Background: an optimization exercise with open tools, aiming at small area. Do not read the settings as production practice. In this exercise RTL edits were held to simulation tests only and were not proved equivalent to the original. Power is estimated from default activity; no workload was simulated.

==> flow/design.v <==
`default_nettype none
module rf_ao22 (
    input  wire logic a, ae, b, be,
    output wire logic y
);
    assign y = (a & ae) | (b & be);
endmodule
module rf_aoi222 (
    input  wire logic a1, a2, b1, b2, c1, c2,
    output wire logic y
);
    assign y = ~((a1 & a2) | (b1 & b2) | (c1 & c2));
endmodule
module rf_nand2 (
    input  wire logic a, b,
    output wire logic y
);
    assign y = ~(a & b);
endmodule
module rf_nand4 (
    input  wire logic a, b, c, d,
    output wire logic y
);
    assign y = ~(a & b & c & d);
endmodule
module rf_nand3 (
    input  wire logic a, b, c,
    output wire logic y
);
    assign y = ~(a & b & c);
endmodule
module rf_or3 (
    input  wire logic a, b, c,
    output wire logic y
);
    assign y = a | b | c;
endmodule
module rf_read_bit #(
    parameter bit HAS_C = 1'b0
) (
    input  wire logic [30:0] d,
    input  wire logic [30:0] s,
    input  wire logic        cn,
    output wire logic        y
);
    logic [10:0] g;
    genvar gk;
    generate
        for (gk = 0; gk < 10; gk++) begin : g_aoi
            rf_aoi222 u_aoi (
                .a1(d[3*gk]),   .a2(s[3*gk]),
                .b1(d[3*gk+1]), .b2(s[3*gk+1]),
                .c1(d[3*gk+2]), .c2(s[3*gk+2]),
                .y (g[gk])
            );
        end
    endgenerate
    rf_nand2 u_last (.a(d[30]), .b(s[30]), .y(g[10]));
    logic [2:0] h;
    rf_nand4 u_n0 (.a(g[0]), .b(g[1]), .c(g[2]),  .d(g[3]), .y(h[0]));
    rf_nand4 u_n1 (.a(g[4]), .b(g[5]), .c(g[6]),  .d(g[7]), .y(h[1]));
    generate
        if (HAS_C) begin : g_c
            rf_nand4 u_n2 (.a(g[8]), .b(g[9]), .c(g[10]), .d(cn), .y(h[2]));
        end else begin : g_nc
            rf_nand3 u_n2 (.a(g[8]), .b(g[9]), .c(g[10]),         .y(h[2]));
        end
    endgenerate
    rf_or3   u_o  (.a(h[0]), .b(h[1]), .c(h[2]), .y(y));
endmodule
module mips_register_file #(
    parameter int                    DATA_WIDTH = 32,
    parameter int                    ADDR_WIDTH = 5,
    parameter logic [DATA_WIDTH-1:0] SP_RESET   = 32'h0000_3FFC
) (
    input  wire logic                  Clk,
    input  wire logic                  Rst,
    input  wire logic [ADDR_WIDTH-1:0] ReadRegister1,
    input  wire logic [ADDR_WIDTH-1:0] ReadRegister2,
    input  wire logic [ADDR_WIDTH-1:0] WriteRegister,
    input  wire logic [DATA_WIDTH-1:0] WriteData,
    input  wire logic                  RegWrite,
    input  wire logic [ADDR_WIDTH-1:0] DebugAddr,
    output wire logic [DATA_WIDTH-1:0] ReadData1,
    output wire logic [DATA_WIDTH-1:0] ReadData2,
    output wire logic [DATA_WIDTH-1:0] DebugData
);
    localparam int c_num_regs = 2 ** ADDR_WIDTH;
    localparam int c_sp_index = 29;
    logic [c_num_regs-1:1] w_we;
    logic [c_num_regs-1:1] w_hold;
    logic [c_num_regs-1:1] w_live;
    logic [c_num_regs-1:1][DATA_WIDTH-1:0] r_data;
    logic [c_num_regs-1:1][DATA_WIDTH-1:0] w_next;
    logic [c_num_regs-1:1]                 r_valid;
    genvar gi, gb;
    generate
        for (gi = 1; gi < c_num_regs; gi++) begin : g_entry
            assign w_we[gi]   = RegWrite && (WriteRegister == ADDR_WIDTH'(gi));
            assign w_hold[gi] = ~w_we[gi];
            assign w_live[gi] = r_valid[gi] || (w_we[gi] && Rst);
            for (gb = 0; gb < DATA_WIDTH; gb++) begin : g_bit
                rf_ao22 u_next (
                    .a (r_data[gi][gb]), .ae(w_hold[gi]),
                    .b (WriteData[gb]),  .be(w_we[gi]),
                    .y (w_next[gi][gb])
                );
            end
            always_ff @(posedge Clk) begin
                r_data[gi] <= w_next[gi];
            end
            always_ff @(posedge Clk or negedge Rst) begin
                if (!Rst)          r_valid[gi] <= 1'b0;
                else if (w_we[gi]) r_valid[gi] <= 1'b1;
            end
        end
    endgenerate
    logic [ADDR_WIDTH-1:0] w_raddr [3];
    logic [DATA_WIDTH-1:0] w_rdata [3];
    assign w_raddr[0] = ReadRegister1;
    assign w_raddr[1] = ReadRegister2;
    assign w_raddr[2] = DebugAddr;
    genvar gp, gr;
    generate
        for (gp = 0; gp < 3; gp++) begin : g_read_port
            logic [30:0] sel;
            logic        sp_n;
            for (gr = 1; gr < c_num_regs; gr++) begin : g_sel
                assign sel[gr-1] = (w_raddr[gp] == ADDR_WIDTH'(gr)) && w_live[gr];
            end
            assign sp_n = !((w_raddr[gp] == ADDR_WIDTH'(c_sp_index)) &&
                            !w_live[c_sp_index]);
            for (gb = 0; gb < DATA_WIDTH; gb++) begin : g_bit
                logic [30:0] d;
                for (gr = 1; gr < c_num_regs; gr++) begin : g_d
                    assign d[gr-1] = w_next[gr][gb];
                end
                rf_read_bit #(
                    .HAS_C(SP_RESET[gb])
                ) u_bit (
                    .d(d), .s(sel), .cn(sp_n), .y(w_rdata[gp][gb])
                );
            end
        end
    endgenerate
    assign ReadData1 = w_rdata[0];
    assign ReadData2 = w_rdata[1];
    assign DebugData = w_rdata[2];
endmodule
`default_nettype wire
clock: 8.0 ns
lec_check: 0
cap_margin: 10
core_margin: 2
core_utilization: 35
place_density: 0.45
setup_slack_margin: 0
slew_margin: 10
synth_hierarchical: 1
synth_minimum_keep_size: 0
standard.sh (not shown) runs the stock make flow with config.mk's settings and CLKGATE_MAP_FILE= SYNTH_SCRIPT=/design/flow/synth_recipe.tcl, a recipe that flattens the netlist after the stock synthesis.
==> flow/flow/run.sh <==
#!/bin/bash
# Standard ORFS layout with three changes: ports are buffered with buf_1,
# and clock tree synthesis clusters more sinks per buffer and inserts no
# dummy loads. Each ORFS step writes its own log under orfs/logs/.
set -euo pipefail
bash standard.sh \
  "BUFFER_PORTS_ARGS=-buffer_cell sky130_fd_sc_hd__buf_1" \
  "CTS_ARGS=-sink_clustering_enable -repair_clock_nets -dont_use_dummy_load -sink_clustering_size 26 -sink_clustering_max_diameter 90 -buf_list sky130_fd_sc_hd__clkbuf_16" \
  finish > standard_sh.log 2>&1
The starting point completed and failed the layout checks on capacitance limit, slew limit.
Next try:
--- a/flow/flow/run.sh
+++ b/flow/flow/run.sh
@@ -8 +8 @@
-  "CTS_ARGS=-sink_clustering_enable -repair_clock_nets -dont_use_dummy_load -sink_clustering_size 26 -sink_clustering_max_diameter 90 -buf_list sky130_fd_sc_hd__clkbuf_16" \
+  "CTS_ARGS=-sink_clustering_enable -repair_clock_nets -dont_use_dummy_load -sink_clustering_size 22 -sink_clustering_max_diameter 80 -buf_list sky130_fd_sc_hd__clkbuf_16" \
Outcome: The changed run produced a clean layout. Combinational power stays flat. Global-route usage barely changes. Wire length is about the same. Cell area climbs by 0.69%. Maximum frequency drops by 0.70%. Clock skew is unchanged. Register-to-register slack hardly moves.
Next try:
--- a/flow/flow/run.sh
+++ b/flow/flow/run.sh
@@ -8 +8 @@
-  "CTS_ARGS=-sink_clustering_enable -repair_clock_nets -dont_use_dummy_load -sink_clustering_size 22 -sink_clustering_max_diameter 80 -buf_list sky130_fd_sc_hd__clkbuf_16" \
+  "CTS_ARGS=-sink_clustering_enable -repair_clock_nets -dont_use_dummy_load -sink_clustering_size 20 -sink_clustering_max_diameter 60 -buf_list sky130_fd_sc_hd__clkbuf_16" \
CORE_UTILIZATION = 25   (was 35)
PLACE_DENSITY = 0.35   (was 0.45)
The changed run went through all stages and came out clean.
Worst hold slack degrades by 0.0063 ns.
Cell area grows by 4.8%.
Flip-flop and latch count is unchanged.
Count of clock-buffer cells in the layout grows by 55.
Combinational power grows by about 2%.
Die area grows by 40%.
Worst setup slack improves by 0.35 ns.
Clock power grows by 44%.
Global-route usage shrinks by 8.6 points.
Next try:
==> flow/run.sh (new file) <==
#!/bin/bash
# synth_recipe.tcl (not shown) runs the flow's synth.tcl, then flattens the netlist and writes it again
# the make line also repeats each setting of config.mk as NAME=value (left out here)
make -C /OpenROAD-flow-scripts/flow DESIGN_CONFIG=/design/flow/config.mk WORK_HOME=/design/flow/orfs CLKGATE_MAP_FILE= SYNTH_SCRIPT=/design/flow/synth_recipe.tcl finish
CORE_UTILIZATION = 35   (was 25)
CTS_BUF_LIST = sky130_fd_sc_hd__clkbuf_8   (was not set)
CTS_CLUSTER_DIAMETER = 60   (was not set)
CTS_CLUSTER_SIZE = 20   (was not set)
PLACE_DENSITY = 0.45   (was 0.35)
removed: flow/flow/run.sh
removed: flow/standard.sh
Outcome:
- setup slack got worse by 0.65 ns
- hold slack improves by 0.0084 ns
- global-route usage went up by 8.9 points
- final area barely changes
- fmax went down by about 8%
- power fell by 2.4%
- critical path depth rises by 1
- count of clock-buffer cells in the layout goes up by 9
- routed wire length is lower by about 9%

[port drivers added, routing unchanged]
No port has a modelled driver above. Below, the same layouts with a new extraction and two added sets of constraints.
Step 1 assumes that a clkbuf_16 drives the clock port and a buf_2 every other input.
Step 2 times the ports against the registers' clock, not the clock port: input delays grow and output delays shrink by t, the midpoint of the rising clock arrivals with the driver on.
Three values: no drivers, after step 1, after step 2; two values: the first two.
run	t, ns	setup WS [ns]	worst setup path at the end	worst slew at a driven data input, ns
the first run	0.788	0.719 / 0.696 / 0.696	input to output	0.12
the second run	0.735	0.668 / 0.642 / 0.642	input to output	0.12
the third run	0.835	1.016 / 0.993 / 0.993	input to output	0.06
the fourth run	0.961	0.370 / 0.346 / 0.346	input to output	0.12
The setup slack of the second run, which loses most, moves by -0.026 ns with the drivers and by -0.026 ns with both steps.
